Background: an optimization exercise with open tools, aiming at small area, a short achievable clock period and few clock cycles per item. Do not read the settings as production practice.
Only simulation tests tie the RTL to the original design; equivalence was not proved.
Power and IR drop assume default switching activity.

## pci_target_top
module pci_target_top
(
	input  wire logic        clk,
	input  wire logic        rst,
	input  wire logic        frame,
	input  wire logic        irdy,
	input  wire logic [31:0] ad_in,
	input  wire logic [3:0]  cbe_in,
	output logic             devsel,
	output logic             trdy,
	output logic             stop,
	output logic      [31:0] ad_out,
	output logic             ad_oe
);
Size: about 2300 flip-flops, roughly 76 I/O pins.
==> module target_ram, before the edit <==
module target_ram
(
	input  wire logic        clk,
	input  wire logic [4:0]  e_addr,    
	input  wire logic [3:0]  e_lane,    
	input  wire logic [4:0]  o_addr,    
	input  wire logic [3:0]  o_lane,
	input  wire logic [31:0] c_data,    
	input  wire logic        c_odd,     
	input  wire logic [63:0] r_sel,     
	output logic      [31:0] rdata
);
	logic        ph;                   
	logic [63:0][31:0] raw;            
	logic [31:0] c_col;                
	logic [31:0] p_col;                
	logic [31:0] e_col;                
	logic [31:0] o_col;
	always_ff @(posedge clk)
		ph <= !ph;
	always_ff @(posedge clk)
	begin
		c_col <= c_data ^ {32{!ph}};
		p_col <= ~c_col;
	end
	assign e_col = c_odd ? p_col : c_col;
	assign o_col = c_odd ? c_col : p_col;
	for (genvar w = 0; w < 64; w++)
	begin : g_word
		logic [3:0]  sel;
		logic [31:0] col;
		assign sel = (w % 2 == 0) ? ((e_addr == 5'(w / 2)) ? e_lane : 4'd0)
		                          : ((o_addr == 5'(w / 2)) ? o_lane : 4'd0);
		assign col = (w % 2 == 0) ? e_col : o_col;
		for (genvar b = 0; b < 4; b++)
		begin : g_lane
			always_ff @(posedge clk)
				raw[w][b*8 +: 8] <= ~(({8{sel[b]}} & col[b*8 +: 8]) | raw[w][b*8 +: 8]);
		end
	end
	logic [31:0] r_or;
	always_comb
	begin
		r_or  = '0;
		for (int w = 0; w < 64; w++)
			r_or = r_or | (raw[w] & {32{r_sel[w]}});
	end
	assign rdata = r_or ^ {32{ph}};
endmodule
==> module pci_target_top, before the edit <==
module pci_target_top
(
	input  wire logic        clk,
	input  wire logic        rst,
	input  wire logic        frame,
	input  wire logic        irdy,
	input  wire logic [31:0] ad_in,
	input  wire logic [3:0]  cbe_in,
	output logic             devsel,
	output logic             trdy,
	output logic             stop,
	output logic      [31:0] ad_out,
	output logic             ad_oe
);
	logic       idle;       
	logic       miss;       
	logic       turn;       
	logic       wr;         
	logic       rd;         
	logic       rl;         
	logic       lin;        
	logic [1:0] kc;         
	logic [5:0] ptr;        
	logic [5:0] ptr_nxt;
	logic [5:0] ptr_d;      
	logic [4:0] ea;         
	logic [4:0] oa;         
	logic [63:0] rsel;      
	logic       claim;
	logic       xfer;       
	logic       we;         
	logic       last_ld;    
	logic        w1_we;
	logic [5:0]  w1_ptr;
	logic [3:0]  w1_be;
	logic        p_we;
	logic [3:0]  p_be;
	logic [31:0] rdata;
	assign claim = (ad_in[31:8] == 24'h00_0010) && !ad_in[0] &&
	               ((cbe_in == pci_target_pkg::CMD_MEM_READ)      ||
	                (cbe_in == pci_target_pkg::CMD_MEM_WRITE)     ||
	                (cbe_in == pci_target_pkg::CMD_MEM_READ_MULT) ||
	                (cbe_in == pci_target_pkg::CMD_MEM_READ_LINE));
	assign xfer    = !trdy && !irdy;
	assign we      = xfer && wr;
	assign ptr_nxt = lin ? ptr + 6'd1 : {ptr[5:2], ptr[1:0] + 2'd1};
	assign last_ld = (lin && ptr == 6'd63) || (rd && kc == 2'd1) || (rl && kc == 2'd3);
	always_ff @(posedge clk)
	begin
		if (idle)
		begin
			wr  <= cbe_in == pci_target_pkg::CMD_MEM_WRITE;
			rd  <= cbe_in == pci_target_pkg::CMD_MEM_READ;
			rl  <= cbe_in == pci_target_pkg::CMD_MEM_READ_LINE;
			lin <= !ad_in[1];
			kc  <= 2'd0;
			rsel <= 64'd1 << ad_in[7:2];
		end
		else if (turn || xfer)
		begin
			kc  <= kc + 2'd1;
			if (lin)
				rsel <= {rsel[62:0], rsel[63]};
			else                                            
				for (int g = 0; g < 16; g++)
					rsel[g*4 +: 4] <= {rsel[g*4 +: 3], rsel[g*4 + 3]};
		end
	end
	assign ptr_d = idle ? ad_in[7:2] : (turn || xfer) ? ptr_nxt : ptr;
	always_ff @(posedge clk)
		ptr <= ptr_d;
	always_ff @(posedge clk)
	begin
		if (!rst)
		begin
			idle   <= 1'b1;
			miss   <= 1'b0;
			turn   <= 1'b0;
			devsel <= 1'b1;
			trdy   <= 1'b1;
			stop   <= 1'b1;
			ad_oe  <= 1'b0;
		end
		else if (idle)
		begin
			if (!frame)                                     
			begin
				idle <= 1'b0;
				if (claim)
				begin
					devsel <= 1'b0;
					if (cbe_in == pci_target_pkg::CMD_MEM_WRITE)
					begin
						trdy <= 1'b0;
						stop <= !(!ad_in[1] && ad_in[7:2] == 6'd63);
					end
					else
						turn <= 1'b1;
				end
				else
					miss <= 1'b1;
			end
		end
		else if (miss)
		begin
			if (frame && irdy)                              
			begin
				miss <= 1'b0;
				idle <= 1'b1;
			end
		end
		else if (turn)
		begin
			turn  <= 1'b0;
			trdy  <= 1'b0;
			ad_oe <= 1'b1;
			stop  <= !last_ld;
		end
		else if (!trdy)
		begin
			if (!irdy)
			begin
				if (frame)                                  
				begin
					idle   <= 1'b1;
					devsel <= 1'b1;
					trdy   <= 1'b1;
					stop   <= 1'b1;
					ad_oe  <= 1'b0;
				end
				else if (!stop)                             
				begin
					trdy  <= 1'b1;
					ad_oe <= 1'b0;
				end
				else
					stop <= !(wr ? (lin && ptr == 6'd62) : last_ld);
			end
		end
		else                                                
		begin
			idle   <= 1'b1;
			devsel <= 1'b1;
			stop   <= 1'b1;
		end
	end
	always_ff @(posedge clk)
	begin
		if (trdy || !irdy)
			ad_out <= rdata;
	end
	always_ff @(posedge clk)
	begin
		w1_we   <= we;
		w1_ptr  <= ptr;
		w1_be   <= ~cbe_in;
		p_we    <= w1_we;
		p_be    <= w1_be;
		ea      <= ptr[0] ? w1_ptr[5:1] : ptr[5:1];
		oa      <= ptr[0] ? ptr[5:1] : w1_ptr[5:1];
	end
	target_ram u_ram
	(
		.clk    (clk),
		.e_addr (ea),
		.e_lane (w1_ptr[0] ? (p_we ? p_be : 4'd0) : (w1_we ? w1_be : 4'd0)),
		.o_addr (oa),
		.o_lane (w1_ptr[0] ? (w1_we ? w1_be : 4'd0) : (p_we ? p_be : 4'd0)),
		.c_data (ad_in),
		.c_odd  (w1_ptr[0]),
		.r_sel  (rsel),
		.rdata  (rdata)
	);
endmodule
make LEC_CHECK=0 CAP_MARGIN=20 CORE_MARGIN=2 CORE_UTILIZATION=45 CTS_CLUSTER_DIAMETER=80 CTS_CLUSTER_SIZE=20 SETUP_SLACK_MARGIN=2.5 SLEW_MARGIN=20 finish   # period 5.0 ns
run.sh (not shown) runs the stock make flow with config.mk's settings and CLKGATE_MAP_FILE= SYNTH_SCRIPT=/design/flow/synth_recipe.tcl, a recipe that flattens the netlist after the stock synthesis.
Testbench counts at the start, summed over its fixed seeds: cycles 35,152, words 23,255.
Change:
--- a/flow/design.v
+++ b/flow/design.v
@@ -26,17 +26,15 @@
 	logic [31:0] c_col;                
 	logic [31:0] p_col;                
 	logic [31:0] e_col;                
 	logic [31:0] o_col;
 	always_ff @(posedge clk)
 		ph <= !ph;
-	always_ff @(posedge clk)
-	begin
-		c_col <= c_data ^ {32{!ph}};
+	assign c_col = c_data ^ {32{ph}};
+	always_ff @(posedge clk)
 		p_col <= ~c_col;
-	end
 	assign e_col = c_odd ? p_col : c_col;
 	assign o_col = c_odd ? c_col : p_col;
 	for (genvar w = 0; w < 64; w++)
 	begin : g_word
 		logic [3:0]  sel;
 		logic [31:0] col;
@@ -93,12 +91,13 @@
 	logic       xfer;       
 	logic       we;         
 	logic       last_ld;    
 	logic        w1_we;
 	logic [5:0]  w1_ptr;
 	logic [3:0]  w1_be;
+	logic [31:0] w1_data;
 	logic        p_we;
 	logic [3:0]  p_be;
 	logic [31:0] rdata;
 	assign claim = (ad_in[31:8] == 24'h00_0010) && !ad_in[0] &&
 	               ((cbe_in == pci_target_pkg::CMD_MEM_READ)      ||
 	                (cbe_in == pci_target_pkg::CMD_MEM_WRITE)     ||
@@ -214,25 +213,26 @@
 	end
 	always_ff @(posedge clk)
 	begin
 		w1_we   <= we;
 		w1_ptr  <= ptr;
 		w1_be   <= ~cbe_in;
+		w1_data <= ad_in;
 		p_we    <= w1_we;
 		p_be    <= w1_be;
 		ea      <= ptr[0] ? w1_ptr[5:1] : ptr[5:1];
 		oa      <= ptr[0] ? ptr[5:1] : w1_ptr[5:1];
 	end
 	target_ram u_ram
 	(
 		.clk    (clk),
 		.e_addr (ea),
 		.e_lane (w1_ptr[0] ? (p_we ? p_be : 4'd0) : (w1_we ? w1_be : 4'd0)),
 		.o_addr (oa),
 		.o_lane (w1_ptr[0] ? (w1_we ? w1_be : 4'd0) : (p_we ? p_be : 4'd0)),
-		.c_data (ad_in),
+		.c_data (w1_data),
 		.c_odd  (w1_ptr[0]),
 		.r_sel  (rsel),
 		.rdata  (rdata)
 	);
 endmodule
 `default_nettype wire
The new run passed the timing, design-rule and antenna checks.
Clock skew is lower by 0.012 ns.
Critical path depth goes up by 1.
Total power grows by 6.1%.
Maximum frequency rises by 1.5%.
Via count goes up by 4.0%.
Setup slack gets better by 0.041 ns.
First-iteration DRC count rose by 11%.
Wire length went up by 3.8%.
Final cell count increases by 0.71%.
Count of clock-buffer cells in the layout climbs by 9.
Synthesized area is lower by 1.1%.
Testbench counts after the change, summed over its fixed seeds: cycles 35,152, words 23,255.

## separate check: timing with driven ports
No port has a modelled driver above. Below, the same layouts with a new extraction and two added sets of constraints.
Step 1 (the two cells are an assumption about what drives the block):
set clk [get_ports {clk}]
set_driving_cell -lib_cell sky130_fd_sc_hd__clkbuf_16 $clk
set_driving_cell -lib_cell sky130_fd_sc_hd__buf_2 [delete_from_list [all_inputs] $clk]
Step 2 adds t to the input delays and takes it off the output delays; t is the mean of the earliest and latest rising clock arrival at the registers after step 1. Input paths then give back, and output paths get back, about the clock's delay inside the block.
Slacks: no drivers / after step 1 / after step 2; pairs: no drivers / after step 1.
run	t, ns	setup WS [ns]	worst hold slack (ns)	latest minus earliest clock arrival (ns)
the first run	0.907	2.292 / 2.292 / 1.469	0.361 / 0.315 / 0.400	0.053 / 0.053
the second run	0.910	2.333 / 2.316 / 1.771	0.409 / 0.409 / 0.409	0.027 / 0.026
After both steps every run listed still meets setup and hold. For the first run, which loses most, drivers alone change the setup slack by 0.000 ns; drivers and shift together by -0.823 ns.
